Background: an optimization exercise with open tools, aiming at small area and a short achievable clock period. Do not read the settings as production practice.
Where RTL was checked, it was by simulation tests only, not by an equivalence proof against the original.
No functional check of the RTL was part of run 1.
Power is estimated from default activity; no workload was simulated.

File: flow/config.mk
export PLATFORM = sky130hd
export DESIGN_NAME = lj_pair_top
export DESIGN_NICKNAME = lj_pair_top
export VERILOG_FILES = /design/flow/design.v
export SDC_FILE = /design/flow/constraint.sdc
export NUM_CORES = 4
export LEC_CHECK = 0
export ABC_AREA = 1
export CAP_MARGIN = 20
export CORE_MARGIN = 2
export CORE_UTILIZATION = 40
export SLEW_MARGIN = 20
export SETUP_SLACK_MARGIN = 6.1
File: flow/constraint.sdc
create_clock -name core_clock -period 9.5 [get_ports {clk}]
set_input_delay 1.9000 -clock core_clock [delete_from_list [all_inputs] [get_ports {clk}]]
set_output_delay 1.9000 -clock core_clock [all_outputs]
set_load 0.01 [all_outputs]
File: flow/design.v
`default_nettype none
package lj_pkg;
	localparam int CELL_ID_WIDTH  = 2;             
	localparam int CELL_POS_WIDTH = 6;             
	localparam int MAG_WIDTH      = 6;             
	localparam int ACC_WIDTH   = 32;               
	localparam int COUNT_WIDTH = 8;                
	localparam int CMAG_WIDTH  = 14;
	localparam int PROD_WIDTH  = CMAG_WIDTH + MAG_WIDTH;    
	localparam int FORCE_SHIFT = 6;
	localparam int QH_WIDTH    = PROD_WIDTH - FORCE_SHIFT;
endpackage
`default_nettype wire
`default_nettype none
module lj_add #(
	parameter int W = 8,
	parameter int L = 3                              
) (
	input  logic [W-1:0]  a,
	input  logic [W-1:0]  b,
	input  logic          ci,
	output logic [W:0]    s                        
);
	logic [(L+1)*W-1:0]   gg;                      
	logic [(L+1)*W-1:0]   pp;                      
	logic [W-1:0]         p0;
	logic [W:0]           c;
	assign p0        = a ^ b;
	assign gg[W-1:0] = (a & b) | {{(W-1){1'b0}}, p0[0] & ci};
	assign pp[W-1:0] = p0;
	genvar l, i;
	generate
		for (l = 1; l <= L; l++) begin : g_lvl
			for (i = 0; i < W; i++) begin : g_bit
				if (((i >> (l - 1)) & 1) == 1) begin : g_op
					localparam int J = ((i >> (l - 1)) << (l - 1)) - 1;
					assign gg[l*W+i] = gg[(l-1)*W+i] | (pp[(l-1)*W+i] & gg[(l-1)*W+J]);
					assign pp[l*W+i] = pp[(l-1)*W+i] & pp[(l-1)*W+J];
				end else begin : g_pass
					assign gg[l*W+i] = gg[(l-1)*W+i];
					assign pp[l*W+i] = pp[(l-1)*W+i];
				end
			end
		end
	endgenerate
	assign c[0]   = ci;
	assign c[W:1] = gg[L*W +: W];
	assign s      = {c[W], p0 ^ c[W-1:0]};
endmodule
`default_nettype wire
`timescale 1ns/1ns
`default_nettype none
import lj_pkg::*;
module pair_decode (
	input  logic [lj_pkg::CELL_ID_WIDTH-1:0]   hc,
	input  logic [lj_pkg::CELL_ID_WIDTH-1:0]   nc,
	input  logic [lj_pkg::CELL_POS_WIDTH-1:0]  hp,
	input  logic [lj_pkg::CELL_POS_WIDTH-1:0]  np,
	output logic                               ok,
	output logic                               neg,
	output logic [lj_pkg::MAG_WIDTH-1:0]       mag
);
	logic       up;                                
	logic       dn;                                
	logic [6:0] dp;                                
	logic       dp_neg;
	logic       dp_pos;
	always_comb begin
		up = 1'b0;
		dn = 1'b0;
		case ({hc, nc})
			4'b00_01, 4'b01_10, 4'b10_00: up = 1'b1;
			4'b00_10, 4'b01_00, 4'b10_01: dn = 1'b1;
			default: ;
		endcase
	end
	assign dp     = {1'b0, np} - {1'b0, hp};
	assign dp_neg = dp[6];
	assign dp_pos = ~dp[6] & (dp[5:0] != 6'd0);
	assign neg    = dn | (~up & dp_neg);
	assign ok     = up ? dp_neg : (dn ? dp_pos : 1'b1);
	assign mag    = (dp[5:0] ^ {6{neg}}) + {5'd0, neg};
endmodule
module lj_sumsq (
	input  logic [5:0]  a,
	input  logic [5:0]  b,
	input  logic [5:0]  c,
	output logic [13:0] ra,      
	output logic [13:0] rb
);
	logic [11:0] qa, qb, qc;                       
	lj_square sq_a (.m(a), .q(qa));
	lj_square sq_b (.m(b), .q(qb));
	lj_square sq_c (.m(c), .q(qc));
	logic t1;
	logic t2;
	logic t3;
	logic t4;
	logic t5;
	logic t6;
	logic t7;
	logic t8;
	logic t9;
	logic t10;
	logic t11;
	logic t12;
	logic t13;
	logic t14;
	logic t15;
	logic t16;
	logic t17;
	logic t18;
	logic t19;
	logic t20;
	logic t21;
	logic t22;
	assign t1 = qa[0] ^ qb[0];
	assign t2 = qa[0] & qb[0];
	assign t3 = qa[2] ^ qb[2];
	assign t4 = qa[2] & qb[2];
	assign t5 = qa[3] ^ qb[3] ^ qc[3];
	assign t6 = (qa[3] & qb[3]) | (qa[3] & qc[3]) | (qb[3] & qc[3]);
	assign t7 = qa[4] ^ qb[4] ^ qc[4];
	assign t8 = (qa[4] & qb[4]) | (qa[4] & qc[4]) | (qb[4] & qc[4]);
	assign t9 = qa[5] ^ qb[5] ^ qc[5];
	assign t10 = (qa[5] & qb[5]) | (qa[5] & qc[5]) | (qb[5] & qc[5]);
	assign t11 = qa[6] ^ qb[6] ^ qc[6];
	assign t12 = (qa[6] & qb[6]) | (qa[6] & qc[6]) | (qb[6] & qc[6]);
	assign t13 = qa[7] ^ qb[7] ^ qc[7];
	assign t14 = (qa[7] & qb[7]) | (qa[7] & qc[7]) | (qb[7] & qc[7]);
	assign t15 = qa[8] ^ qb[8] ^ qc[8];
	assign t16 = (qa[8] & qb[8]) | (qa[8] & qc[8]) | (qb[8] & qc[8]);
	assign t17 = qa[9] ^ qb[9] ^ qc[9];
	assign t18 = (qa[9] & qb[9]) | (qa[9] & qc[9]) | (qb[9] & qc[9]);
	assign t19 = qa[10] ^ qb[10] ^ qc[10];
	assign t20 = (qa[10] & qb[10]) | (qa[10] & qc[10]) | (qb[10] & qc[10]);
	assign t21 = qa[11] ^ qb[11] ^ qc[11];
	assign t22 = (qa[11] & qb[11]) | (qa[11] & qc[11]) | (qb[11] & qc[11]);
	assign ra = {1'b0, t22, t20, t18, t16, t14, t12, t10, t8, t6, t4, t3, t2, t1};
	assign rb = {1'b0, 1'b0, t21, t19, t17, t15, t13, t11, t9, t7, t5, qc[2], 1'b0, qc[0]};
endmodule
module lj_square (
	input  logic [5:0]  m,
	output logic [11:0] q
);
	always_comb begin
		case (m)
			6'd0: q = 12'd0;
			6'd1: q = 12'd1;
			6'd2: q = 12'd4;
			6'd3: q = 12'd9;
			6'd4: q = 12'd16;
			6'd5: q = 12'd25;
			6'd6: q = 12'd36;
			6'd7: q = 12'd49;
			6'd8: q = 12'd64;
			6'd9: q = 12'd81;
			6'd10: q = 12'd100;
			6'd11: q = 12'd121;
			6'd12: q = 12'd144;
			6'd13: q = 12'd169;
			6'd14: q = 12'd196;
			6'd15: q = 12'd225;
			6'd16: q = 12'd256;
			6'd17: q = 12'd289;
			6'd18: q = 12'd324;
			6'd19: q = 12'd361;
			6'd20: q = 12'd400;
			6'd21: q = 12'd441;
			6'd22: q = 12'd484;
			6'd23: q = 12'd529;
			6'd24: q = 12'd576;
			6'd25: q = 12'd625;
			6'd26: q = 12'd676;
			6'd27: q = 12'd729;
			6'd28: q = 12'd784;
			6'd29: q = 12'd841;
			6'd30: q = 12'd900;
			6'd31: q = 12'd961;
			6'd32: q = 12'd1024;
			6'd33: q = 12'd1089;
			6'd34: q = 12'd1156;
			6'd35: q = 12'd1225;
			6'd36: q = 12'd1296;
			6'd37: q = 12'd1369;
			6'd38: q = 12'd1444;
			6'd39: q = 12'd1521;
			6'd40: q = 12'd1600;
			6'd41: q = 12'd1681;
			6'd42: q = 12'd1764;
			6'd43: q = 12'd1849;
			6'd44: q = 12'd1936;
			6'd45: q = 12'd2025;
			6'd46: q = 12'd2116;
			6'd47: q = 12'd2209;
			6'd48: q = 12'd2304;
			6'd49: q = 12'd2401;
			6'd50: q = 12'd2500;
			6'd51: q = 12'd2601;
			6'd52: q = 12'd2704;
			6'd53: q = 12'd2809;
			6'd54: q = 12'd2916;
			6'd55: q = 12'd3025;
			6'd56: q = 12'd3136;
			6'd57: q = 12'd3249;
			6'd58: q = 12'd3364;
			6'd59: q = 12'd3481;
			6'd60: q = 12'd3600;
			6'd61: q = 12'd3721;
			6'd62: q = 12'd3844;
			6'd63: q = 12'd3969;
			default: q = 12'd0;
		endcase
	end
endmodule
`default_nettype wire
`timescale 1ns/1ns
`default_nettype none
import lj_pkg::*;
module force_execute (
	input  logic                               en,
	input  logic [7:0]                         tab,      
	output logic                               csign,
	output logic [lj_pkg::CMAG_WIDTH-1:0]      cmag
);
	logic                         t_sign;
	logic [lj_pkg::CMAG_WIDTH-1:0] t_mag;
	always_comb begin
		case (tab)
			8'd0: begin t_sign = 1'b0; t_mag = 14'd16000; end   
			8'd1: begin t_sign = 1'b0; t_mag = 14'd15745; end   
			8'd2: begin t_sign = 1'b0; t_mag = 14'd15490; end   
			8'd3: begin t_sign = 1'b0; t_mag = 14'd15235; end   
			8'd4: begin t_sign = 1'b0; t_mag = 14'd14980; end   
			8'd5: begin t_sign = 1'b0; t_mag = 14'd14725; end   
			8'd6: begin t_sign = 1'b0; t_mag = 14'd14470; end   
			8'd7: begin t_sign = 1'b0; t_mag = 14'd14215; end   
			8'd8: begin t_sign = 1'b0; t_mag = 14'd13960; end   
			8'd9: begin t_sign = 1'b0; t_mag = 14'd13705; end   
			8'd10: begin t_sign = 1'b0; t_mag = 14'd13450; end   
			8'd11: begin t_sign = 1'b0; t_mag = 14'd13195; end   
			8'd12: begin t_sign = 1'b0; t_mag = 14'd12940; end   
			8'd13: begin t_sign = 1'b0; t_mag = 14'd12685; end   
			8'd14: begin t_sign = 1'b0; t_mag = 14'd12430; end   
			8'd15: begin t_sign = 1'b0; t_mag = 14'd12175; end   
			8'd16: begin t_sign = 1'b0; t_mag = 14'd11920; end   
			8'd17: begin t_sign = 1'b0; t_mag = 14'd11665; end   
			8'd18: begin t_sign = 1'b0; t_mag = 14'd11410; end   
			8'd19: begin t_sign = 1'b0; t_mag = 14'd11155; end   
			8'd20: begin t_sign = 1'b0; t_mag = 14'd10900; end   
			8'd21: begin t_sign = 1'b0; t_mag = 14'd10645; end   
			8'd22: begin t_sign = 1'b0; t_mag = 14'd10390; end   
			8'd23: begin t_sign = 1'b0; t_mag = 14'd10135; end   
			8'd24: begin t_sign = 1'b0; t_mag = 14'd9880; end   
			8'd25: begin t_sign = 1'b0; t_mag = 14'd9625; end   
			8'd26: begin t_sign = 1'b0; t_mag = 14'd9370; end   
			8'd27: begin t_sign = 1'b0; t_mag = 14'd9115; end   
			8'd28: begin t_sign = 1'b0; t_mag = 14'd8860; end   
			8'd29: begin t_sign = 1'b0; t_mag = 14'd8605; end   
			8'd30: begin t_sign = 1'b0; t_mag = 14'd8350; end   
			8'd31: begin t_sign = 1'b0; t_mag = 14'd8095; end   
			8'd32: begin t_sign = 1'b0; t_mag = 14'd8000; end   
			8'd33: begin t_sign = 1'b0; t_mag = 14'd7800; end   
			8'd34: begin t_sign = 1'b0; t_mag = 14'd7600; end   
			8'd35: begin t_sign = 1'b0; t_mag = 14'd7400; end   
			8'd36: begin t_sign = 1'b0; t_mag = 14'd7200; end   
			8'd37: begin t_sign = 1'b0; t_mag = 14'd7000; end   
			8'd38: begin t_sign = 1'b0; t_mag = 14'd6800; end   
			8'd39: begin t_sign = 1'b0; t_mag = 14'd6600; end   
			8'd40: begin t_sign = 1'b0; t_mag = 14'd6400; end   
			8'd41: begin t_sign = 1'b0; t_mag = 14'd6200; end   
			8'd42: begin t_sign = 1'b0; t_mag = 14'd6000; end   
			8'd43: begin t_sign = 1'b0; t_mag = 14'd5800; end   
			8'd44: begin t_sign = 1'b0; t_mag = 14'd5600; end   
			8'd45: begin t_sign = 1'b0; t_mag = 14'd5400; end   
			8'd46: begin t_sign = 1'b0; t_mag = 14'd5200; end   
			8'd47: begin t_sign = 1'b0; t_mag = 14'd5000; end   
			8'd48: begin t_sign = 1'b0; t_mag = 14'd4800; end   
			8'd49: begin t_sign = 1'b0; t_mag = 14'd4600; end   
			8'd50: begin t_sign = 1'b0; t_mag = 14'd4400; end   
			8'd51: begin t_sign = 1'b0; t_mag = 14'd4200; end   
			8'd52: begin t_sign = 1'b0; t_mag = 14'd4000; end   
			8'd53: begin t_sign = 1'b0; t_mag = 14'd3800; end   
			8'd54: begin t_sign = 1'b0; t_mag = 14'd3600; end   
			8'd55: begin t_sign = 1'b0; t_mag = 14'd3400; end   
			8'd56: begin t_sign = 1'b0; t_mag = 14'd3200; end   
			8'd57: begin t_sign = 1'b0; t_mag = 14'd3000; end   
			8'd58: begin t_sign = 1'b0; t_mag = 14'd2800; end   
			8'd59: begin t_sign = 1'b0; t_mag = 14'd2600; end   
			8'd60: begin t_sign = 1'b0; t_mag = 14'd2400; end   
			8'd61: begin t_sign = 1'b0; t_mag = 14'd2200; end   
			8'd62: begin t_sign = 1'b0; t_mag = 14'd2000; end   
			8'd63: begin t_sign = 1'b0; t_mag = 14'd1800; end   
			8'd64: begin t_sign = 1'b0; t_mag = 14'd1800; end   
			8'd65: begin t_sign = 1'b0; t_mag = 14'd1740; end   
			8'd66: begin t_sign = 1'b0; t_mag = 14'd1680; end   
			8'd67: begin t_sign = 1'b0; t_mag = 14'd1620; end   
			8'd68: begin t_sign = 1'b0; t_mag = 14'd1560; end   
			8'd69: begin t_sign = 1'b0; t_mag = 14'd1500; end   
			8'd70: begin t_sign = 1'b0; t_mag = 14'd1440; end   
			8'd71: begin t_sign = 1'b0; t_mag = 14'd1380; end   
			8'd72: begin t_sign = 1'b0; t_mag = 14'd1320; end   
			8'd73: begin t_sign = 1'b0; t_mag = 14'd1260; end   
			8'd74: begin t_sign = 1'b0; t_mag = 14'd1200; end   
			8'd75: begin t_sign = 1'b0; t_mag = 14'd1140; end   
			8'd76: begin t_sign = 1'b0; t_mag = 14'd1080; end   
			8'd77: begin t_sign = 1'b0; t_mag = 14'd1020; end   
			8'd78: begin t_sign = 1'b0; t_mag = 14'd960; end   
			8'd79: begin t_sign = 1'b0; t_mag = 14'd900; end   
			8'd80: begin t_sign = 1'b0; t_mag = 14'd840; end   
			8'd81: begin t_sign = 1'b0; t_mag = 14'd780; end   
			8'd82: begin t_sign = 1'b0; t_mag = 14'd720; end   
			8'd83: begin t_sign = 1'b0; t_mag = 14'd660; end   
			8'd84: begin t_sign = 1'b0; t_mag = 14'd600; end   
			8'd85: begin t_sign = 1'b0; t_mag = 14'd540; end   
			8'd86: begin t_sign = 1'b0; t_mag = 14'd480; end   
			8'd87: begin t_sign = 1'b0; t_mag = 14'd420; end   
			8'd88: begin t_sign = 1'b0; t_mag = 14'd360; end   
			8'd89: begin t_sign = 1'b0; t_mag = 14'd300; end   
			8'd90: begin t_sign = 1'b0; t_mag = 14'd240; end   
			8'd91: begin t_sign = 1'b0; t_mag = 14'd180; end   
			8'd92: begin t_sign = 1'b0; t_mag = 14'd120; end   
			8'd93: begin t_sign = 1'b0; t_mag = 14'd60; end   
			8'd94: begin t_sign = 1'b0; t_mag = 14'd0; end   
			8'd95: begin t_sign = 1'b1; t_mag = 14'd60; end   
			8'd96: begin t_sign = 1'b1; t_mag = 14'd60; end   
			8'd97: begin t_sign = 1'b1; t_mag = 14'd68; end   
			8'd98: begin t_sign = 1'b1; t_mag = 14'd76; end   
			8'd99: begin t_sign = 1'b1; t_mag = 14'd84; end   
			8'd100: begin t_sign = 1'b1; t_mag = 14'd92; end   
			8'd101: begin t_sign = 1'b1; t_mag = 14'd100; end   
			8'd102: begin t_sign = 1'b1; t_mag = 14'd108; end   
			8'd103: begin t_sign = 1'b1; t_mag = 14'd116; end   
			8'd104: begin t_sign = 1'b1; t_mag = 14'd124; end   
			8'd105: begin t_sign = 1'b1; t_mag = 14'd132; end   
			8'd106: begin t_sign = 1'b1; t_mag = 14'd140; end   
			8'd107: begin t_sign = 1'b1; t_mag = 14'd148; end   
			8'd108: begin t_sign = 1'b1; t_mag = 14'd156; end   
			8'd109: begin t_sign = 1'b1; t_mag = 14'd164; end   
			8'd110: begin t_sign = 1'b1; t_mag = 14'd172; end   
			8'd111: begin t_sign = 1'b1; t_mag = 14'd180; end   
			8'd112: begin t_sign = 1'b1; t_mag = 14'd188; end   
			8'd113: begin t_sign = 1'b1; t_mag = 14'd196; end   
			8'd114: begin t_sign = 1'b1; t_mag = 14'd204; end   
			8'd115: begin t_sign = 1'b1; t_mag = 14'd212; end   
			8'd116: begin t_sign = 1'b1; t_mag = 14'd220; end   
			8'd117: begin t_sign = 1'b1; t_mag = 14'd228; end   
			8'd118: begin t_sign = 1'b1; t_mag = 14'd236; end   
			8'd119: begin t_sign = 1'b1; t_mag = 14'd244; end   
			8'd120: begin t_sign = 1'b1; t_mag = 14'd252; end   
			8'd121: begin t_sign = 1'b1; t_mag = 14'd260; end   
			8'd122: begin t_sign = 1'b1; t_mag = 14'd268; end   
			8'd123: begin t_sign = 1'b1; t_mag = 14'd276; end   
			8'd124: begin t_sign = 1'b1; t_mag = 14'd284; end   
			8'd125: begin t_sign = 1'b1; t_mag = 14'd292; end   
			8'd126: begin t_sign = 1'b1; t_mag = 14'd300; end   
			8'd127: begin t_sign = 1'b1; t_mag = 14'd308; end   
			8'd128: begin t_sign = 1'b1; t_mag = 14'd310; end   
			8'd129: begin t_sign = 1'b1; t_mag = 14'd313; end   
			8'd130: begin t_sign = 1'b1; t_mag = 14'd316; end   
			8'd131: begin t_sign = 1'b1; t_mag = 14'd319; end   
			8'd132: begin t_sign = 1'b1; t_mag = 14'd322; end   
			8'd133: begin t_sign = 1'b1; t_mag = 14'd325; end   
			8'd134: begin t_sign = 1'b1; t_mag = 14'd328; end   
			8'd135: begin t_sign = 1'b1; t_mag = 14'd331; end   
			8'd136: begin t_sign = 1'b1; t_mag = 14'd334; end   
			8'd137: begin t_sign = 1'b1; t_mag = 14'd337; end   
			8'd138: begin t_sign = 1'b1; t_mag = 14'd340; end   
			8'd139: begin t_sign = 1'b1; t_mag = 14'd343; end   
			8'd140: begin t_sign = 1'b1; t_mag = 14'd346; end   
			8'd141: begin t_sign = 1'b1; t_mag = 14'd349; end   
			8'd142: begin t_sign = 1'b1; t_mag = 14'd352; end   
			8'd143: begin t_sign = 1'b1; t_mag = 14'd355; end   
			8'd144: begin t_sign = 1'b1; t_mag = 14'd358; end   
			8'd145: begin t_sign = 1'b1; t_mag = 14'd361; end   
			8'd146: begin t_sign = 1'b1; t_mag = 14'd364; end   
			8'd147: begin t_sign = 1'b1; t_mag = 14'd367; end   
			8'd148: begin t_sign = 1'b1; t_mag = 14'd370; end   
			8'd149: begin t_sign = 1'b1; t_mag = 14'd373; end   
			8'd150: begin t_sign = 1'b1; t_mag = 14'd376; end   
			8'd151: begin t_sign = 1'b1; t_mag = 14'd379; end   
			8'd152: begin t_sign = 1'b1; t_mag = 14'd382; end   
			8'd153: begin t_sign = 1'b1; t_mag = 14'd385; end   
			8'd154: begin t_sign = 1'b1; t_mag = 14'd388; end   
			8'd155: begin t_sign = 1'b1; t_mag = 14'd391; end   
			8'd156: begin t_sign = 1'b1; t_mag = 14'd394; end   
			8'd157: begin t_sign = 1'b1; t_mag = 14'd397; end   
			8'd158: begin t_sign = 1'b1; t_mag = 14'd400; end   
			8'd159: begin t_sign = 1'b1; t_mag = 14'd403; end   
			8'd160: begin t_sign = 1'b1; t_mag = 14'd400; end   
			8'd161: begin t_sign = 1'b1; t_mag = 14'd401; end   
			8'd162: begin t_sign = 1'b1; t_mag = 14'd402; end   
			8'd163: begin t_sign = 1'b1; t_mag = 14'd403; end   
			8'd164: begin t_sign = 1'b1; t_mag = 14'd404; end   
			8'd165: begin t_sign = 1'b1; t_mag = 14'd405; end   
			8'd166: begin t_sign = 1'b1; t_mag = 14'd406; end   
			8'd167: begin t_sign = 1'b1; t_mag = 14'd407; end   
			8'd168: begin t_sign = 1'b1; t_mag = 14'd408; end   
			8'd169: begin t_sign = 1'b1; t_mag = 14'd409; end   
			8'd170: begin t_sign = 1'b1; t_mag = 14'd410; end   
			8'd171: begin t_sign = 1'b1; t_mag = 14'd411; end   
			8'd172: begin t_sign = 1'b1; t_mag = 14'd412; end   
			8'd173: begin t_sign = 1'b1; t_mag = 14'd413; end   
			8'd174: begin t_sign = 1'b1; t_mag = 14'd414; end   
			8'd175: begin t_sign = 1'b1; t_mag = 14'd415; end   
			8'd176: begin t_sign = 1'b1; t_mag = 14'd416; end   
			8'd177: begin t_sign = 1'b1; t_mag = 14'd417; end   
			8'd178: begin t_sign = 1'b1; t_mag = 14'd418; end   
			8'd179: begin t_sign = 1'b1; t_mag = 14'd419; end   
			8'd180: begin t_sign = 1'b1; t_mag = 14'd420; end   
			8'd181: begin t_sign = 1'b1; t_mag = 14'd421; end   
			8'd182: begin t_sign = 1'b1; t_mag = 14'd422; end   
			8'd183: begin t_sign = 1'b1; t_mag = 14'd423; end   
			8'd184: begin t_sign = 1'b1; t_mag = 14'd424; end   
			8'd185: begin t_sign = 1'b1; t_mag = 14'd425; end   
			8'd186: begin t_sign = 1'b1; t_mag = 14'd426; end   
			8'd187: begin t_sign = 1'b1; t_mag = 14'd427; end   
			8'd188: begin t_sign = 1'b1; t_mag = 14'd428; end   
			8'd189: begin t_sign = 1'b1; t_mag = 14'd429; end   
			8'd190: begin t_sign = 1'b1; t_mag = 14'd430; end   
			8'd191: begin t_sign = 1'b1; t_mag = 14'd431; end   
			8'd192: begin t_sign = 1'b1; t_mag = 14'd300; end   
			8'd193: begin t_sign = 1'b1; t_mag = 14'd302; end   
			8'd194: begin t_sign = 1'b1; t_mag = 14'd304; end   
			8'd195: begin t_sign = 1'b1; t_mag = 14'd306; end   
			8'd196: begin t_sign = 1'b1; t_mag = 14'd308; end   
			8'd197: begin t_sign = 1'b1; t_mag = 14'd310; end   
			8'd198: begin t_sign = 1'b1; t_mag = 14'd312; end   
			8'd199: begin t_sign = 1'b1; t_mag = 14'd314; end   
			8'd200: begin t_sign = 1'b1; t_mag = 14'd316; end   
			8'd201: begin t_sign = 1'b1; t_mag = 14'd318; end   
			8'd202: begin t_sign = 1'b1; t_mag = 14'd320; end   
			8'd203: begin t_sign = 1'b1; t_mag = 14'd322; end   
			8'd204: begin t_sign = 1'b1; t_mag = 14'd324; end   
			8'd205: begin t_sign = 1'b1; t_mag = 14'd326; end   
			8'd206: begin t_sign = 1'b1; t_mag = 14'd328; end   
			8'd207: begin t_sign = 1'b1; t_mag = 14'd330; end   
			8'd208: begin t_sign = 1'b1; t_mag = 14'd332; end   
			8'd209: begin t_sign = 1'b1; t_mag = 14'd334; end   
			8'd210: begin t_sign = 1'b1; t_mag = 14'd336; end   
			8'd211: begin t_sign = 1'b1; t_mag = 14'd338; end   
			8'd212: begin t_sign = 1'b1; t_mag = 14'd340; end   
			8'd213: begin t_sign = 1'b1; t_mag = 14'd342; end   
			8'd214: begin t_sign = 1'b1; t_mag = 14'd344; end   
			8'd215: begin t_sign = 1'b1; t_mag = 14'd346; end   
			8'd216: begin t_sign = 1'b1; t_mag = 14'd348; end   
			8'd217: begin t_sign = 1'b1; t_mag = 14'd350; end   
			8'd218: begin t_sign = 1'b1; t_mag = 14'd352; end   
			8'd219: begin t_sign = 1'b1; t_mag = 14'd354; end   
			8'd220: begin t_sign = 1'b1; t_mag = 14'd356; end   
			8'd221: begin t_sign = 1'b1; t_mag = 14'd358; end   
			8'd222: begin t_sign = 1'b1; t_mag = 14'd360; end   
			8'd223: begin t_sign = 1'b1; t_mag = 14'd362; end   
			8'd224: begin t_sign = 1'b1; t_mag = 14'd200; end   
			8'd225: begin t_sign = 1'b1; t_mag = 14'd204; end   
			8'd226: begin t_sign = 1'b1; t_mag = 14'd208; end   
			8'd227: begin t_sign = 1'b1; t_mag = 14'd212; end   
			8'd228: begin t_sign = 1'b1; t_mag = 14'd216; end   
			8'd229: begin t_sign = 1'b1; t_mag = 14'd220; end   
			8'd230: begin t_sign = 1'b1; t_mag = 14'd224; end   
			8'd231: begin t_sign = 1'b1; t_mag = 14'd228; end   
			8'd232: begin t_sign = 1'b1; t_mag = 14'd232; end   
			8'd233: begin t_sign = 1'b1; t_mag = 14'd236; end   
			8'd234: begin t_sign = 1'b1; t_mag = 14'd240; end   
			8'd235: begin t_sign = 1'b1; t_mag = 14'd244; end   
			8'd236: begin t_sign = 1'b1; t_mag = 14'd248; end   
			8'd237: begin t_sign = 1'b1; t_mag = 14'd252; end   
			8'd238: begin t_sign = 1'b1; t_mag = 14'd256; end   
			8'd239: begin t_sign = 1'b1; t_mag = 14'd260; end   
			8'd240: begin t_sign = 1'b1; t_mag = 14'd264; end   
			8'd241: begin t_sign = 1'b1; t_mag = 14'd268; end   
			8'd242: begin t_sign = 1'b1; t_mag = 14'd272; end   
			8'd243: begin t_sign = 1'b1; t_mag = 14'd276; end   
			8'd244: begin t_sign = 1'b1; t_mag = 14'd280; end   
			8'd245: begin t_sign = 1'b1; t_mag = 14'd284; end   
			8'd246: begin t_sign = 1'b1; t_mag = 14'd288; end   
			8'd247: begin t_sign = 1'b1; t_mag = 14'd292; end   
			8'd248: begin t_sign = 1'b1; t_mag = 14'd296; end   
			8'd249: begin t_sign = 1'b1; t_mag = 14'd300; end   
			8'd250: begin t_sign = 1'b1; t_mag = 14'd304; end   
			8'd251: begin t_sign = 1'b1; t_mag = 14'd308; end   
			8'd252: begin t_sign = 1'b1; t_mag = 14'd312; end   
			8'd253: begin t_sign = 1'b1; t_mag = 14'd316; end   
			8'd254: begin t_sign = 1'b1; t_mag = 14'd320; end   
			8'd255: begin t_sign = 1'b1; t_mag = 14'd324; end   
			default: begin t_sign = 1'b0; t_mag = 14'd0; end
		endcase
	end
	assign csign = t_sign;
	assign cmag  = t_mag & {CMAG_WIDTH{en}};
endmodule
module lj_mul (
	input  logic [13:0] c,
	input  logic [15:0] c3,      
	input  logic [5:0]  m,
	output logic [19:0] q
);
	logic t1;
	logic t2;
	logic t3;
	logic t4;
	logic t5;
	logic t6;
	logic t7;
	logic t8;
	logic t9;
	logic t10;
	logic t11;
	logic t12;
	logic t13;
	logic t14;
	logic t15;
	logic t16;
	logic t17;
	logic t18;
	logic t19;
	logic t20;
	logic t21;
	logic t22;
	logic t23;
	logic t24;
	logic t25;
	logic t26;
	logic t27;
	logic t28;
	logic t29;
	logic t30;
	logic t31;
	logic t32;
	logic t33;
	logic t34;
	logic t35;
	logic t36;
	logic t37;
	logic t38;
	logic t39;
	logic t40;
	logic t41;
	logic t42;
	logic t43;
	logic t44;
	logic t45;
	logic t46;
	logic t47;
	logic t48;
	logic t49;
	logic t50;
	logic t51;
	logic t52;
	logic t53;
	logic t54;
	logic t55;
	logic t56;
	logic t57;
	logic t58;
	logic t59;
	logic t60;
	logic t61;
	logic t62;
	logic t63;
	logic t64;
	logic t65;
	logic t66;
	logic t67;
	logic t68;
	logic t69;
	logic t70;
	logic t71;
	logic t72;
	logic t73;
	logic t74;
	logic t75;
	logic t76;
	assign t1 = (~m[1] & m[0] & c[0]) | (m[1] & m[0] & c3[0]);
	assign t2 = (~m[1] & m[0] & c[1]) | (m[1] & ~m[0] & c[0]) | (m[1] & m[0] & c3[1]);
	assign t3 = (~m[1] & m[0] & c[2]) | (m[1] & ~m[0] & c[1]) | (m[1] & m[0] & c3[2]);
	assign t4 = (~m[1] & m[0] & c[3]) | (m[1] & ~m[0] & c[2]) | (m[1] & m[0] & c3[3]);
	assign t5 = (~m[1] & m[0] & c[4]) | (m[1] & ~m[0] & c[3]) | (m[1] & m[0] & c3[4]);
	assign t6 = (~m[1] & m[0] & c[5]) | (m[1] & ~m[0] & c[4]) | (m[1] & m[0] & c3[5]);
	assign t7 = (~m[1] & m[0] & c[6]) | (m[1] & ~m[0] & c[5]) | (m[1] & m[0] & c3[6]);
	assign t8 = (~m[1] & m[0] & c[7]) | (m[1] & ~m[0] & c[6]) | (m[1] & m[0] & c3[7]);
	assign t9 = (~m[1] & m[0] & c[8]) | (m[1] & ~m[0] & c[7]) | (m[1] & m[0] & c3[8]);
	assign t10 = (~m[1] & m[0] & c[9]) | (m[1] & ~m[0] & c[8]) | (m[1] & m[0] & c3[9]);
	assign t11 = (~m[1] & m[0] & c[10]) | (m[1] & ~m[0] & c[9]) | (m[1] & m[0] & c3[10]);
	assign t12 = (~m[1] & m[0] & c[11]) | (m[1] & ~m[0] & c[10]) | (m[1] & m[0] & c3[11]);
	assign t13 = (~m[1] & m[0] & c[12]) | (m[1] & ~m[0] & c[11]) | (m[1] & m[0] & c3[12]);
	assign t14 = (~m[1] & m[0] & c[13]) | (m[1] & ~m[0] & c[12]) | (m[1] & m[0] & c3[13]);
	assign t15 = (m[1] & ~m[0] & c[13]) | (m[1] & m[0] & c3[14]);
	assign t16 = (m[1] & m[0] & c3[15]);
	assign t17 = (~m[3] & m[2] & c[0]) | (m[3] & m[2] & c3[0]);
	assign t18 = (~m[3] & m[2] & c[1]) | (m[3] & ~m[2] & c[0]) | (m[3] & m[2] & c3[1]);
	assign t19 = (~m[3] & m[2] & c[2]) | (m[3] & ~m[2] & c[1]) | (m[3] & m[2] & c3[2]);
	assign t20 = (~m[3] & m[2] & c[3]) | (m[3] & ~m[2] & c[2]) | (m[3] & m[2] & c3[3]);
	assign t21 = (~m[3] & m[2] & c[4]) | (m[3] & ~m[2] & c[3]) | (m[3] & m[2] & c3[4]);
	assign t22 = (~m[3] & m[2] & c[5]) | (m[3] & ~m[2] & c[4]) | (m[3] & m[2] & c3[5]);
	assign t23 = (~m[3] & m[2] & c[6]) | (m[3] & ~m[2] & c[5]) | (m[3] & m[2] & c3[6]);
	assign t24 = (~m[3] & m[2] & c[7]) | (m[3] & ~m[2] & c[6]) | (m[3] & m[2] & c3[7]);
	assign t25 = (~m[3] & m[2] & c[8]) | (m[3] & ~m[2] & c[7]) | (m[3] & m[2] & c3[8]);
	assign t26 = (~m[3] & m[2] & c[9]) | (m[3] & ~m[2] & c[8]) | (m[3] & m[2] & c3[9]);
	assign t27 = (~m[3] & m[2] & c[10]) | (m[3] & ~m[2] & c[9]) | (m[3] & m[2] & c3[10]);
	assign t28 = (~m[3] & m[2] & c[11]) | (m[3] & ~m[2] & c[10]) | (m[3] & m[2] & c3[11]);
	assign t29 = (~m[3] & m[2] & c[12]) | (m[3] & ~m[2] & c[11]) | (m[3] & m[2] & c3[12]);
	assign t30 = (~m[3] & m[2] & c[13]) | (m[3] & ~m[2] & c[12]) | (m[3] & m[2] & c3[13]);
	assign t31 = (m[3] & ~m[2] & c[13]) | (m[3] & m[2] & c3[14]);
	assign t32 = (m[3] & m[2] & c3[15]);
	assign t33 = (~m[5] & m[4] & c[0]) | (m[5] & m[4] & c3[0]);
	assign t34 = (~m[5] & m[4] & c[1]) | (m[5] & ~m[4] & c[0]) | (m[5] & m[4] & c3[1]);
	assign t35 = (~m[5] & m[4] & c[2]) | (m[5] & ~m[4] & c[1]) | (m[5] & m[4] & c3[2]);
	assign t36 = (~m[5] & m[4] & c[3]) | (m[5] & ~m[4] & c[2]) | (m[5] & m[4] & c3[3]);
	assign t37 = (~m[5] & m[4] & c[4]) | (m[5] & ~m[4] & c[3]) | (m[5] & m[4] & c3[4]);
	assign t38 = (~m[5] & m[4] & c[5]) | (m[5] & ~m[4] & c[4]) | (m[5] & m[4] & c3[5]);
	assign t39 = (~m[5] & m[4] & c[6]) | (m[5] & ~m[4] & c[5]) | (m[5] & m[4] & c3[6]);
	assign t40 = (~m[5] & m[4] & c[7]) | (m[5] & ~m[4] & c[6]) | (m[5] & m[4] & c3[7]);
	assign t41 = (~m[5] & m[4] & c[8]) | (m[5] & ~m[4] & c[7]) | (m[5] & m[4] & c3[8]);
	assign t42 = (~m[5] & m[4] & c[9]) | (m[5] & ~m[4] & c[8]) | (m[5] & m[4] & c3[9]);
	assign t43 = (~m[5] & m[4] & c[10]) | (m[5] & ~m[4] & c[9]) | (m[5] & m[4] & c3[10]);
	assign t44 = (~m[5] & m[4] & c[11]) | (m[5] & ~m[4] & c[10]) | (m[5] & m[4] & c3[11]);
	assign t45 = (~m[5] & m[4] & c[12]) | (m[5] & ~m[4] & c[11]) | (m[5] & m[4] & c3[12]);
	assign t46 = (~m[5] & m[4] & c[13]) | (m[5] & ~m[4] & c[12]) | (m[5] & m[4] & c3[13]);
	assign t47 = (m[5] & ~m[4] & c[13]) | (m[5] & m[4] & c3[14]);
	assign t48 = (m[5] & m[4] & c3[15]);
	assign t49 = t5 ^ t19;
	assign t50 = t5 & t19;
	assign t51 = t6 ^ t20 ^ t34;
	assign t52 = (t6 & t20) | (t6 & t34) | (t20 & t34);
	assign t53 = t7 ^ t21 ^ t35;
	assign t54 = (t7 & t21) | (t7 & t35) | (t21 & t35);
	assign t55 = t8 ^ t22 ^ t36;
	assign t56 = (t8 & t22) | (t8 & t36) | (t22 & t36);
	assign t57 = t9 ^ t23 ^ t37;
	assign t58 = (t9 & t23) | (t9 & t37) | (t23 & t37);
	assign t59 = t10 ^ t24 ^ t38;
	assign t60 = (t10 & t24) | (t10 & t38) | (t24 & t38);
	assign t61 = t11 ^ t25 ^ t39;
	assign t62 = (t11 & t25) | (t11 & t39) | (t25 & t39);
	assign t63 = t12 ^ t26 ^ t40;
	assign t64 = (t12 & t26) | (t12 & t40) | (t26 & t40);
	assign t65 = t13 ^ t27 ^ t41;
	assign t66 = (t13 & t27) | (t13 & t41) | (t27 & t41);
	assign t67 = t14 ^ t28 ^ t42;
	assign t68 = (t14 & t28) | (t14 & t42) | (t28 & t42);
	assign t69 = t15 ^ t29 ^ t43;
	assign t70 = (t15 & t29) | (t15 & t43) | (t29 & t43);
	assign t71 = t16 ^ t30 ^ t44;
	assign t72 = (t16 & t30) | (t16 & t44) | (t30 & t44);
	assign t73 = t31 ^ t45;
	assign t74 = t31 & t45;
	assign t75 = t32 ^ t46;
	assign t76 = t32 & t46;
	logic [20:0] sum;
	lj_add #(.W(20), .L(5)) add_i (
		.a({t48, t76, t74, t72, t70, t68, t66, t64, t62, t60, t58, t56, t54, t52, t50, t49, t4, t3, t2, t1}),
		.b({1'b0, t47, t75, t73, t71, t69, t67, t65, t63, t61, t59, t57, t55, t53, t51, t33, t18, t17, 1'b0, 1'b0}),
		.ci(1'b0), .s(sum));
	assign q = sum[19:0];
endmodule
`default_nettype wire
`timescale 1ns/1ns
`default_nettype none
import lj_pkg::*;
module force_accumulate (
	input  logic                                clk,
	input  logic                                clr,
	input  logic                                clr_d,
	input  logic                                s,
	input  logic                                cin,      
	input  logic [lj_pkg::QH_WIDTH-1:0]         x,        
	output logic [lj_pkg::ACC_WIDTH-1:0]        acc       
);
	localparam int HW = ACC_WIDTH - QH_WIDTH;        
	logic [QH_WIDTH-1:0]          lo;
	logic [QH_WIDTH-1:0]          lo_d;
	logic [QH_WIDTH-1:0]          lo_base;
	logic [QH_WIDTH+1:0]          lo_sum;          
	logic                         inc;             
	logic                         dec;             
	logic [HW-1:0]                hi;
	logic [HW-1:0]                hi_base;
	logic [HW:0]                  all1;            
	logic [HW:0]                  all0;            
	assign lo_base = clr ? '0 : lo;
	lj_add #(.W(QH_WIDTH), .L(4)) add_i (.a(lo_base), .b(x), .ci(cin), .s(lo_sum[QH_WIDTH+1:1]));
	assign lo_sum[0] = 1'b0;
	always_ff @(posedge clk) begin
		lo   <= lo_sum[QH_WIDTH:1];
		lo_d <= lo;
		inc  <= lo_sum[QH_WIDTH+1] & ~s;
		dec  <= s & ~lo_sum[QH_WIDTH+1];
	end
	assign hi_base = clr_d ? '0 : hi;
	assign all1[0] = 1'b1;
	assign all0[0] = 1'b1;
	genvar i;
	generate
		for (i = 0; i < HW; i++) begin : g_hi
			assign all1[i+1] = all1[i] & hi_base[i];
			assign all0[i+1] = all0[i] & ~hi_base[i];
		end
	endgenerate
	always_ff @(posedge clk) begin
		hi <= hi_base ^ (({HW{inc}} & all1[HW-1:0]) | ({HW{dec}} & all0[HW-1:0]));
	end
	assign acc = {hi, lo_d};
endmodule
`default_nettype wire
`timescale 1ns/1ns
`default_nettype none
import lj_pkg::*;
module lj_pair_top (
	input  logic                                   clk,
	input  logic                                   rst_n,
	input  logic                                   pair_valid,
	input  logic                                   pair_last,
	input  logic [3*lj_pkg::CELL_ID_WIDTH-1:0]     home_cell,
	input  logic [3*lj_pkg::CELL_ID_WIDTH-1:0]     nbr_cell,
	input  logic [3*lj_pkg::CELL_POS_WIDTH-1:0]    home_pos,
	input  logic [3*lj_pkg::CELL_POS_WIDTH-1:0]    nbr_pos,
	output logic                                   force_valid,
	output logic signed [lj_pkg::ACC_WIDTH-1:0]    force_x,
	output logic signed [lj_pkg::ACC_WIDTH-1:0]    force_y,
	output logic signed [lj_pkg::ACC_WIDTH-1:0]    force_z,
	output logic [lj_pkg::COUNT_WIDTH-1:0]         pair_count
);
	localparam int MW = MAG_WIDTH;
	localparam int CW = CMAG_WIDTH;
	localparam int QW = QH_WIDTH;
	logic [2:0]        ok0;
	logic [2:0]        neg0;
	logic [3*MW-1:0]   mag0;
	genvar a;
	generate
		for (a = 0; a < 3; a++) begin : g_axis
			pair_decode dec_i (
				.hc(home_cell[a*CELL_ID_WIDTH +: CELL_ID_WIDTH]),
				.nc(nbr_cell[a*CELL_ID_WIDTH +: CELL_ID_WIDTH]),
				.hp(home_pos[a*CELL_POS_WIDTH +: CELL_POS_WIDTH]),
				.np(nbr_pos[a*CELL_POS_WIDTH +: CELL_POS_WIDTH]),
				.ok(ok0[a]), .neg(neg0[a]), .mag(mag0[a*MW +: MW])
			);
		end
	endgenerate
	logic              v1, last1;
	logic [2:0]        neg1;
	logic [3*MW-1:0]   mag1;
	logic [3*MW-1:0]   magn1;                      
	always_ff @(posedge clk or negedge rst_n) begin
		if (!rst_n) begin
			v1 <= 1'b0;
			last1 <= 1'b0;
		end else begin
			v1 <= pair_valid & (&ok0);
			last1 <= pair_valid & pair_last;
		end
	end
	always_ff @(posedge clk) begin
		neg1 <= neg0;
		magn1 <= ~mag0;
	end
	assign mag1 = ~magn1;
	logic [13:0]       ra1, rb1;                   
	lj_sumsq sumsq_i (.a(mag1[0 +: MW]), .b(mag1[MW +: MW]), .c(mag1[2*MW +: MW]),
		.ra(ra1), .rb(rb1));
	logic [13:0]       r2;
	logic [14:0]       r2_sum;
	lj_add #(.W(14), .L(4)) add_r2 (.a(ra1), .b(rb1), .ci(1'b0), .s(r2_sum));
	assign r2  = r2_sum[13:0];
	logic              v2, last2;
	logic [1:0]        top2;                       
	logic [7:0]        tabn2;                      
	logic [2:0]        neg2;
	logic [3*MW-1:0]   mag2;
	always_ff @(posedge clk or negedge rst_n) begin
		if (!rst_n) begin
			v2 <= 1'b0;
			last2 <= 1'b0;
		end else begin
			v2 <= v1;
			last2 <= last1;
		end
	end
	always_ff @(posedge clk) begin
		top2 <= r2[13:12];
		tabn2 <= ~r2[11:4];
		neg2 <= neg1;
		mag2 <= mag1;
	end
	logic [7:0]        tab2;
	logic              en2;
	assign tab2 = ~tabn2;
	assign en2  = v2 & (top2 == 2'b00) & (tab2 != 8'd0);    
	logic              csign;
	logic [CW-1:0]     cmag;
	force_execute coef_i (.en(en2), .tab(tab2), .csign(csign), .cmag(cmag));
	logic              en3, last3;
	logic [2:0]        s3;
	logic [CW-1:0]     cmag3;
	logic [3*MW-1:0]   mag3;
	logic [15:0]       c3_3;                       
	logic [15:0]       c3;
	lj_add #(.W(15), .L(4)) add_c3 (.a({1'b0, cmag}), .b({cmag, 1'b0}), .ci(1'b0), .s(c3));
	always_ff @(posedge clk or negedge rst_n) begin
		if (!rst_n) begin
			en3 <= 1'b0;
			last3 <= 1'b0;
		end else begin
			en3 <= en2;
			last3 <= last2;
		end
	end
	always_ff @(posedge clk) begin
		s3 <= neg2 ^ {3{csign}};
		cmag3 <= cmag;
		mag3 <= mag2;
		c3_3 <= c3;
	end
	logic [3*QW-1:0]   x3;
	logic [2:0]        cin3;
	generate
		for (a = 0; a < 3; a++) begin : g_mul
			logic [PROD_WIDTH-1:0] q;
			lj_mul mul_i (.c(cmag3), .c3(c3_3), .m(mag3[a*MW +: MW]), .q(q));
			assign x3[a*QW +: QW] = q[PROD_WIDTH-1:FORCE_SHIFT] ^ {QW{s3[a]}};
			assign cin3[a]        = s3[a] & (q[FORCE_SHIFT-1:0] == '0);
		end
	endgenerate
	logic              en4, last4;
	logic [2:0]        s4;
	logic [2:0]        cin4;
	logic [3*QW-1:0]   x4;
	always_ff @(posedge clk or negedge rst_n) begin
		if (!rst_n) begin
			en4 <= 1'b0;
			last4 <= 1'b0;
		end else begin
			en4 <= en3;
			last4 <= last3;
		end
	end
	always_ff @(posedge clk) begin
		s4 <= s3;
		cin4 <= cin3;
		x4 <= x3;
	end
	logic              clr_x, clr_y, clr_z, clr_n;    
	logic              last5;
	logic              clrd_x, clrd_y, clrd_z;        
	always_ff @(posedge clk or negedge rst_n) begin
		if (!rst_n) begin
			last5 <= 1'b0;
			force_valid <= 1'b0;
			clr_x <= 1'b1;
			clr_y <= 1'b1;
			clr_z <= 1'b1;
			clr_n <= 1'b1;
			clrd_x <= 1'b1;
			clrd_y <= 1'b1;
			clrd_z <= 1'b1;
		end else begin
			last5 <= last4;
			force_valid <= last5;
			clr_x <= last4 | (clr_x & ~en4);
			clr_y <= last4 | (clr_y & ~en4);
			clr_z <= last4 | (clr_z & ~en4);
			clr_n <= last4 | (clr_n & ~en4);
			clrd_x <= clr_x;
			clrd_y <= clr_y;
			clrd_z <= clr_z;
		end
	end
	force_accumulate acc_x (.clk(clk), .clr(clr_x), .clr_d(clrd_x), .s(s4[2]), .cin(cin4[2]),
		.x(x4[2*QW +: QW]), .acc(force_x));
	force_accumulate acc_y (.clk(clk), .clr(clr_y), .clr_d(clrd_y), .s(s4[1]), .cin(cin4[1]),
		.x(x4[1*QW +: QW]), .acc(force_y));
	force_accumulate acc_z (.clk(clk), .clr(clr_z), .clr_d(clrd_z), .s(s4[0]), .cin(cin4[0]),
		.x(x4[0*QW +: QW]), .acc(force_z));
	logic              en5, clrd_n;
	always_ff @(posedge clk or negedge rst_n) begin
		if (!rst_n) begin
			en5 <= 1'b0;
			clrd_n <= 1'b1;
		end else begin
			en5 <= en4;
			clrd_n <= clr_n;
		end
	end
	always_ff @(posedge clk) begin
		pair_count <= (clrd_n ? '0 : pair_count) + {{(COUNT_WIDTH-1){1'b0}}, en5};
	end
endmodule
`default_nettype wire
File: flow/flow/run.sh
#!/bin/bash
set -o pipefail
echo "export SETUP_SLACK_MARGIN = 6.1" >> config.mk
bash standard.sh > standard.log 2>&1
File: flow/standard.sh
#!/bin/bash
# synth_recipe.tcl (not shown) runs the flow's synth.tcl, then flattens the netlist and writes it again
# the make line also repeats each setting of config.mk as NAME=value (left out here)
make -C /OpenROAD-flow-scripts/flow DESIGN_CONFIG=/design/flow/config.mk WORK_HOME=/design/flow/orfs CLKGATE_MAP_FILE= SYNTH_SCRIPT=/design/flow/synth_recipe.tcl "${@:-finish}"
==> results of run 1 <==
-- synth_stat cells, types with 12 or more instances --
library cell | instances | area, µm²
sky130_fd_sc_hd__a21oi_1 | 128 | 640.6
sky130_fd_sc_hd__buf_1 | 12 | 45.04
sky130_fd_sc_hd__clkbuf_1 | 64 | 240.2
sky130_fd_sc_hd__clkinv_1 | 31 | 116.4
sky130_fd_sc_hd__dfxtp_1 | 302 | 6046
sky130_fd_sc_hd__fa_1 | 77 | 1541
sky130_fd_sc_hd__ha_1 | 175 | 2190
sky130_fd_sc_hd__inv_1 | 336 | 1261
sky130_fd_sc_hd__nand2_1 | 451 | 1693
sky130_fd_sc_hd__nand3_1 | 96 | 480.5
sky130_fd_sc_hd__nand4_1 | 26 | 162.7
sky130_fd_sc_hd__nor2_1 | 202 | 758.2
sky130_fd_sc_hd__nor2_2 | 13 | 81.33
sky130_fd_sc_hd__nor3_1 | 22 | 110.1
sky130_fd_sc_hd__nor4_1 | 22 | 137.6
sky130_fd_sc_hd__o211ai_1 | 15 | 112.6
sky130_fd_sc_hd__o21ai_0 | 109 | 545.5
sky130_fd_sc_hd__o221ai_1 | 109 | 954.7
sky130_fd_sc_hd__o22ai_1 | 22 | 137.6
sky130_fd_sc_hd__xnor2_1 | 63 | 551.8
sky130_fd_sc_hd__xor2_1 | 133 | 1165
-- state kept, by name, summed over array words and instances, names as in the netlist, 2 cells and up --
register,cells
acc_y.lo,14
magn1,18
acc_x.lo,14
cmag3,13
x4,42
s3,3
acc_z.hi,18
neg1,3
c3_3,16
mag3,18
acc_y.lo_d,14
acc_x.lo_d,14
acc_z.lo_d,14
s4,3
pair_count,8
acc_y.hi,18
acc_z.lo,14
tabn2,8
top2,2
neg2,3
cin4,3
acc_x.hi,18
mag2,18
-- logic make-up after synthesis --
group                    after synthesis  synth area share
adder cells (fa/ha/maj)              252            0.1825
buffers and inverters                454           0.08434
XOR/XNOR                             196           0.08397
AO/OA/AOI/OAI                        466            0.1499
flip-flops                           321            0.3195
AND/OR/NAND/NOR                      862            0.1798
-- where the power goes --
part	leakage, µW	switching, µW	internal (µW)
Combinational	0.00899	3230	2470
Clock	0.000616	576	872
Sequential	0.00277	572	2050
-- worst register-to-register path: cells and delay by family, from the launching register on --
| kind | cells | cell delay [ps] |
|---|---|---|
| compound gates | 5 | 1040 |
| fa+ha+maj | 3 | 990 |
| buf+inv | 4 | 460 |
| flops | 1 | 400 |
| simple gates | 2 | 290 |
| xor+xnor | 1 | 150 |
-- area by class of cell --
| type | instances | area (µm²) |
|---|---|---|
| fill | 4617 | 23460 |
| multi-input combinational | 1776 | 13480 |
| sequential | 321 | 6689 |
| timing repair buffer | 327 | 2954 |
| inverter | 371 | 1569 |
| clock buffer | 54 | 1102 |
| tap | 672 | 840.8 |
| clock inverter | 16 | 163.9 |
| timing repair inverter | 1 | 7.507 |
-- per-layer routing --
| layer | vias up | share of wire | track usage | wire, µm |
|---|---|---|---|---|
| li1 | 9091 | - | - | - |
| met5 | - | 0 | 0 | 0 |
| met3 | 193 | 0.069 | 0.03819 | 3894 |
| met4 | 0 | 0.050 | 0.1115 | 2857 |
| met2 | 736 | 0.48 | 0.3538 | 27140 |
| met1 | 8719 | 0.40 | 0.2474 | 22790 |
-- worst paths after layout --
check,end,depth (start not counted)
max,magn1[16],10
min,mag3[2],0
min in group asynchronous,en3,2
min reg2reg,mag3[2],0
max in group asynchronous,clr_x,2
max reg2reg,c3_3[9],15
-- stage by stage --
step                  util  power, µW  instance area, µm²  hold WS (ps)
detailed placement  0.4521       7338               22730         312.1
floorplan                -       5860               20630         309.6
finish              0.5333       9776               26810         321.9
CTS                 0.5035       9206               25310         324.5
global route        0.5333      10630               26810         325.3
global placement    0.4521       7262               22730         312.5
-- repair_timing --
item                       in CTS  in global routing
setup endpoints to repair      85                 53
pin swaps                      53                 81
hold endpoints to repair        0                  0
setup buffers                  92                 73
gates resized for setup       273                245
cloned                          1                  1
==> summary.txt, run 1 <==
* Worst IR Drop VDD at 227.9 µV
* Number of top-level pins at ~160
* Static Leakage at 0.01238 µW
* Syn nets at around 2900
* Residual antenna-violating net count after detailed routing at 0
* Min Clock Period, post-route at 3486 ps
* Net count, final at 3141
* Hold buffer count at cts at 0
* Detail-routed net length per standard cell at roughly 16 µm
* Leftover overflow at the end of global routing at 0
* Worst setup slack before clock tree synthesis at 4845 ps
* Die outline width at 230.1 µm
* Fraction of synthesis flops using an asynchronous set or reset pin at 0.05919
* Count of buffers inserted at the top-level ports at between 150 and 200
* Startpoint of the worst hold path: mag2[2]
* CP Buf/Inv Count at 2
* Most common cell after layout, fill and taps aside: sky130_fd_sc_hd__nand2_1
* Share of the clock period used by the worst path at 0.3669
* Clk Latency, worst-skew pair at 540 ps
* Clock root buffer: sky130_fd_sc_hd__clkbuf_16
* Ordered cell list for the critical path: clkdlybuf4s50_1 > inv_1 > nor4_1 > nor3_1 > nand2_2 > nand2_4 > xor2_1 > ha_2 > nand4_1 > xnor2_1
* Most used flip-flop cell after synthesis: sky130_fd_sc_hd__dfxtp_1
* Critical-path maximum fanout at 5
* Final antenna diode count at 0
* Total routed wirelength at 56690 µm
* Die footprint at 52930 µm²
* Worst-Margin Slew at between 800 and 900 ps
* Crit. Startpoint: home_cell[4]
* Worst-case clock buffer depth at 3
* Pin count of the biggest net entering global routing at 29
* Seq/Total Area, Yosys at 0.3195
* Std-Cell Rows at 82
* Critical-path top delay cell: sky130_fd_sc_hd__clkdlybuf4s50_1
* Endpoint required time on the critical path at 9930 ps
* Slack of the worst reg-to-reg path at 6070 ps
* Placed cells at 3301
* Class of the worst hold path: reg -> reg
* Number of warnings printed during yosys synthesis at 5
* Kind of start point of the critical path: primary input
* GRT Resource Usage Total at 0.2076
* First-pass iteration count of the detailed router at 6
* Mean instance size in the synthesized netlist at 8.014 µm²
* Top library cells by usage in the layout, fill and taps aside: 416 x sky130_fd_sc_hd__nand2_1, 286 x sky130_fd_sc_hd__inv_1, 246 x sky130_fd_sc_hd__dfxtp_1, 177 x sky130_fd_sc_hd__nor2_1, 152 x sky130_fd_sc_hd__buf_4
* Class of the most critical setup path: in -> reg
* Via total after detailed routing at between 15000 and 20000
* Clock sink count at 321
* Setup slack after layout at 6014 ps
* Delay-heaviest family, CP: simple AND/OR/NAND/NOR gates
* Synthesized netlist cell count at 2551
* Clk pin slew, worst setup/hold paths at approximately 60 ps
* Tightest slew margin relative to the limit at 0.4517
* Netlist area before placement at 20440 µm²
* Y dimension of the die at about 230 µm
* Number of endpoints failing setup at the final stage at 0
* Final Non-Filler Cells at 3538
* Run status: complete, no violations
* Power per cell area at 364.6 nW/µm²
* Number of synthesized register bits at 321
* Share of final-layout standard cells stronger than drive strength 1 at 0.2118
* Post-DR vias/cell at 5.296
* Via count of the first global-routing pass at around 18000
* TritonCTS clock tree: yes
* Worst EP arrival at roughly 3900 ps
* Remaining DRCs at 0
* Setup Skew at approximately 15 ps
* Initial antenna violation count at 0
* Count of endpoints failing hold in the final timing report at 0
* Endpoint kind of the worst setup timing path: flop
* Setup_tns at 0 ps
* Number of synthesized flops with an enable pin at 0
* Unrepaired setup endpoints after global routing: yes
* Starting density of the core at 0.4066
* Number of design-rule violations left by the first detailed-router iteration at 1297
* Final GP Congestion at between 0.9 and 1
* Crit path largest cell delay at 490 ps
* Wire length of the first global-routing pass at 90640 µm
* Max-capacitance violation count at 0
* Startpoint of the worst register-to-register path: tabn2[1]
* TritonCTS buffer count at 39
* Synthesis-to-layout area growth at 31.15%
* H-Tree Depth at 2
* Hpwl dp at 39620 µm
* Area of the placeable core at 50270 µm²
* F_max at 286.9 MHz
* Number of distinct library cell variants in the gate-level netlist after synthesis at 59
* Number of pins with negative max-slew slack in the final report at 0
==> run 2, diff against run 1 <==
--- a/flow/design.v
+++ b/flow/design.v
@@ -79,7 +79,7 @@
 	assign dp_pos = ~dp[6] & (dp[5:0] != 6'd0);
 	assign neg    = dn | (~up & dp_neg);
 	assign ok     = up ? dp_neg : (dn ? dp_pos : 1'b1);
-	assign mag    = (dp[5:0] ^ {6{neg}}) + {5'd0, neg};
+	assign mag    = neg ? (hp - np) : dp[5:0];
 endmodule
 module lj_sumsq (
 	input  logic [5:0]  a,
==> run 2 against run 1 <==
Effect of this change:
- fmax is 3.8% higher
- global-route usage decreased by 1.1 points
- largest cell class unchanged
- clock power about the same
- utilization fell by 1.1 points
- synthesized cell count grew 2.5%
- clock skew shrank 2.7 ps
- cell area increased by 0.15%
- die area grew 1.9%
- combinational power down 13%
- count of clock-buffer cells in the layout shrank 7
- total power decreased by 8.2%
==> summary.txt, run 2 <==
* Leftover overflow at the end of global routing at 0 (unchanged)
* Number of synthesized register bits at 321 (unchanged)
* Ordered cell list for the critical path: clkinvlp_4 > buf_4 > ha_2 > a31oi_4 > o21ai_2 > a2111oi_4 > ha_1 > a21oi_2 > nand2_2 > nand3_2 > nand2_2 > a21oi_2 > inv_1 > a21o_1 > fa_2 > xor2_1
* GRT Resource Usage Total at 0.1961 (-0.01145)
* Cells taking the most area after synthesis: sky130_fd_sc_hd__dfxtp_1 29%, sky130_fd_sc_hd__ha_1 11%, sky130_fd_sc_hd__nand2_1 8.2%, sky130_fd_sc_hd__fa_1 7.7%, sky130_fd_sc_hd__inv_1 6.6%
* Final GP Congestion at 0.8962 (-3.5%)
* Fraction of synthesis flops using an asynchronous set or reset pin at 0.05919 (unchanged)
* Compound-gate portion of the synthesized area at 0.1544 (+0.004514)
* Clock network fraction of design power at 0.163 (+0.015)
* Number of warnings printed during yosys synthesis at 5 (unchanged)
* Global Route met2 Usage at 0.3527 (-0.001143)
* Share of synthesized cell area in full adder, half adder and majority cells at 0.1897 (+0.007191)
* Count of endpoints failing hold in the final timing report at 0 (unchanged)
* Power per cell area at 334.2 nW/µm² (-8.3%)
* Post-Place Cell Area at 23010 µm² (+1.2%)
* Min Clock Period, post-route at 3357 ps (-128.5 ps)
* Clk Latency, worst-skew pair at 550 ps (about the same)
* Syn nets at 2936 (+2.8%)
* Mean instance size in the synthesized netlist at 7.967 µm² (-0.58%)
* Flip-flop count of the largest register after layout at 42 (unchanged)
* Static Leakage at 0.01234 µW (-0.27%)
* Setup slack after layout at 6143 ps (+128.5 ps)
* Count of buffers inserted at the top-level ports at 156 (unchanged)
* Initial antenna violation count at 1 (+1)
* Unrepaired setup endpoints after global routing: yes
* Share of the clock period used by the worst path at 0.3534 (-0.01353)
* TritonCTS buffer count at 37 (-5.1%)
* Top library cells by usage in the layout, fill and taps aside: 414 x sky130_fd_sc_hd__nand2_1, 324 x sky130_fd_sc_hd__inv_1, 246 x sky130_fd_sc_hd__dfxtp_1, 173 x sky130_fd_sc_hd__nor2_1, 152 x sky130_fd_sc_hd__ha_1
* Switching component of the power at 3937 µW (-10%)
* Clk pin slew, worst setup/hold paths at 60 ps (about the same)
* Combinational share of power at 0.555 (-0.029)
* Remaining DRCs at 0 (unchanged)
* Critical-path top delay cell: sky130_fd_sc_hd__a2111oi_4
* Met1 track utilization from global routing at 0.2334 (-0.01400)
* Number of fill cells at 4865 (+5.4%)
* Number of pins with negative max-slew slack in the final report at 0 (unchanged)
* Clock root buffer: sky130_fd_sc_hd__clkbuf_16
* Hpwl dp at 40120 µm (+1.3%)
* Netlist area before placement at 20840 µm² (+2.0%)
* Class of the worst hold path: reg -> reg
* Run status: complete, no violations
* Most used flip-flop cell after synthesis: sky130_fd_sc_hd__dfxtp_1
* Hold buffer count at cts at 0 (unchanged)
* Via count of the first global-routing pass at 18140 (-1.4%)
* Die footprint at 53950 µm² (+1.9%)
* Number of top-level pins at 157 (unchanged)
* Reg power frac at 0.282 (+0.014)
* Starting density of the core at 0.4055 (-0.001193)
* Share of final-layout standard cells stronger than drive strength 1 at 0.1949 (-0.01693)
* Via total after detailed routing at 18700 (-0.20%)
* Number of synthesized flops with an enable pin at 0 (unchanged)
* Area fraction in and, or, nand and nor cells after synthesis at 0.1699 (-0.009867)
* Worst EP arrival at 3790 ps (-130 ps)
* Worst setup slack before clock tree synthesis at 4919 ps (+73.36 ps)
* Share of synthesized area spent on multiplexers at 0.001981 (+0.001981)
* H-Tree Depth at 2 (unchanged)
* Final antenna diode count at 0 (unchanged)
* Worst-Margin Slew at 815.2 ps (+1.383 ps)
* Std-Cell Rows at 83 (+1.2%)
* Delay-heaviest family, CP: compound AO/OA/AOI/OAI gates
* Post-DR vias/cell at 5.255 (-0.79%)
* Endpoint kind of the worst setup timing path: flop
* Share of the synthesized netlist area taken by xor and xnor gates at 0.08110 (-0.002869)
* GR Util met3 at 0.03352 (-0.004673)
* Setup Skew at 12.39 ps (-2.735 ps)
* Residual antenna-violating net count after detailed routing at 0 (unchanged)
* Number of endpoints failing setup at the final stage at 0 (unchanged)
* Y dimension of the die at 232.3 µm (+0.95%)
* Top-count cell post-synth: sky130_fd_sc_hd__nand2_1
* Crit path largest cell delay at 410 ps (-80 ps)
* Synth area leader: sky130_fd_sc_hd__dfxtp_1
* Most common cell after layout, fill and taps aside: sky130_fd_sc_hd__nand2_1
* Cell types with the highest counts after synthesis: 453 x sky130_fd_sc_hd__nand2_1, 365 x sky130_fd_sc_hd__inv_1, 302 x sky130_fd_sc_hd__dfxtp_1, 197 x sky130_fd_sc_hd__nor2_1, 188 x sky130_fd_sc_hd__ha_1
* Overall power after layout at 8973 µW (-8.2%)
* Number of distinct library cell variants in the gate-level netlist after synthesis at 52 (-12%)
* Most used routing layer: met2
* Wire length of the first global-routing pass at 87350 µm (-3.6%)
* Critical-path maximum fanout at 5 (unchanged)
* Switching part of the total power at 0.4388 (-0.009210)
* Net count, final at 3172 (+0.99%)
* First-pass iteration count of the detailed router at 8 (+2)
* Setup_tns at 0 ps (unchanged)
* TritonCTS clock tree: yes
* Seq/Total Area, Yosys at 0.3134 (-0.006118)
* Detail-routed net length per standard cell at 15.68 µm (-2.1%)
* Worst IR Drop VDD at 209.6 µV (-8.0%)
* Total routed wirelength at 55810 µm (-1.5%)
* Number of design-rule violations left by the first detailed-router iteration at 1348 (+3.9%)
* Register with the most flip-flops: x4
* Kind of start point of the critical path: flop
* F_max at 297.9 MHz (+3.8%)
* Area of the placeable core at 51410 µm² (+2.3%)
* Max-capacitance violation count at 0 (unchanged)
* Clock sink count at 321 (unchanged)
* Class of the most critical setup path: reg -> reg
* Synthesized netlist cell count at 2616 (+2.5%)
* Worst-case clock buffer depth at 3 (unchanged)
* Die outline width at 232.3 µm (+0.95%)
* Endpoint required time on the critical path at 9930 ps (about the same)
* CP Buf/Inv Count at 3 (+1)
* Fraction of synthesized cell area taken by the top area cell type at 0.2901 (-0.005663)
* Largest family of logic cells by synthesized area: adder cells
* Pin count of the biggest net entering global routing at 28 (-3.4%)
* Tightest slew margin relative to the limit at 0.4508 (-0.0009320)
* Cell-internal power at 5036 µW (-6.7%)
* Synthesis-to-layout area growth at 28.83%
* Fin area at 26850 µm² (+0.15%)
## run 2: changes by cell type after synthesis, moves of 5 or more
cell	before	now
sky130_fd_sc_hd__a211oi_1	8	14
sky130_fd_sc_hd__nor2_1	202	197
sky130_fd_sc_hd__o21ai_0	109	135
sky130_fd_sc_hd__ha_1	175	188
sky130_fd_sc_hd__nor3_1	22	29
sky130_fd_sc_hd__nand3_1	96	85
sky130_fd_sc_hd__inv_1	336	365
sky130_fd_sc_hd__o221ai_1	109	115
sky130_fd_sc_hd__clkbuf_1	64	74
sky130_fd_sc_hd__o21bai_1	11	16
sky130_fd_sc_hd__a21oi_1	128	140
sky130_fd_sc_hd__nand4_1	26	19
## run 2: cell type report
cell class	count	area, µm²	share of cell area
Clock buffer	47	1025	0.03816
Sequential cell	321	6684	0.2489
Clock inverter	19	244.0	0.009087
Inverter	404	1693	0.06305
Timing Repair inverter	2	10.01	0.0003728
Timing Repair Buffer	281	2572	0.09581
Tap cell	680	850.8	0.03169
Multi-Input combinational cell	1805	13770	0.5129
## run 2: what timing repair did
item / in CTS / in global routing
pin swaps: 37 / 80
gates resized for setup: 236 / 274
buffers inserted: 57 / 66
endpoints found under the hold margin: 0 / 0
cloned: 2 / 2
endpoints found under the setup margin: 99 / 59
## run 2: final timing paths
| kind | start | end | slack [ps] | cells past startpoint |
|---|---|---|---|---|
| min in group asynchronous | rst_n | last2 | 1730 | 2 |
| hold / removal | mag2[12] | mag3[12] | 320 | 0 |
| setup reg to reg | tabn2[1] | c3_3[9] | 6140 | 16 |
| max in group asynchronous | rst_n | clr_y | 7440 | 2 |
| setup / recovery | tabn2[1] | c3_3[9] | 6140 | 16 |
| hold reg to reg | mag2[12] | mag3[12] | 320 | 0 |
## run 2: metal layers
metal / wire (µm) / part of all wire / up-vias
li1: - / - / 9171
met1: 23020 / 0.41 / 8804
met2: 28040 / 0.50 / 614
met3: 3205 / 0.057 / 111
met4: 1529 / 0.027 / 2
met5: 18 / 0.00032 / -
## run 2: stage by stage
step,hold slack [ps],utilization,std cells
5_1_grt,327.6,0.5223,3559
6_report,323.6,0.5223,3559
3_3_place_gp,309.9,0.4476,3366
2_1_floorplan,309.6,-,2616
3_5_place_dp,312.1,0.4476,3366
4_1_cts,325.0,0.4924,3491
## run 2: kinds of logic (layout without fill, tap and decap cells)
group,Yosys count,after routing
compound gates,499,500
xor+xnor,193,193
fa+ha+maj,268,268
buf+inv,492,753
flops,321,321
mux,4,4
simple gates,839,840
## run 2: power by group through the flow
stage          Clock (µW)  Combinational [µW]  Sequential [µW]
3_5_place_dp            0                4260             2500
6_report             1460                4980             2530
3_3_place_gp            0                4190             2490
4_1_cts              1510                4480             2510
5_1_grt              1570                5530             2610
2_1_floorplan           0                3060             2310

==> static timing again, ports no longer ideal <==
How much do the figures lean on ideal ports? The routed layouts below were timed once more, with nothing changed but the port constraints.
Step 1: set_driving_cell puts a clkbuf_16 on clk and a buf_2 on each other input, an assumption about the parent block.
Step 2 times the ports against the registers' clock, not the clock port: input delays grow and output delays shrink by t, the midpoint of the rising clock arrivals with the driver on.
a / b / c = ideal ports / drivers / drivers and shift; a / b = the first two.
run | t, ns | setup WS [ns] | worst slew at a driven data input, ns
run 1 | 0.591 | 6.014 / 6.032 / 5.441 | 0.05
run 2 | 0.601 | 6.143 / 6.101 / 5.605 | 0.05
After both steps every run listed still meets setup and hold. The setup slack of run 1, which loses most, moves by +0.018 ns with the drivers and by -0.573 ns with both steps.
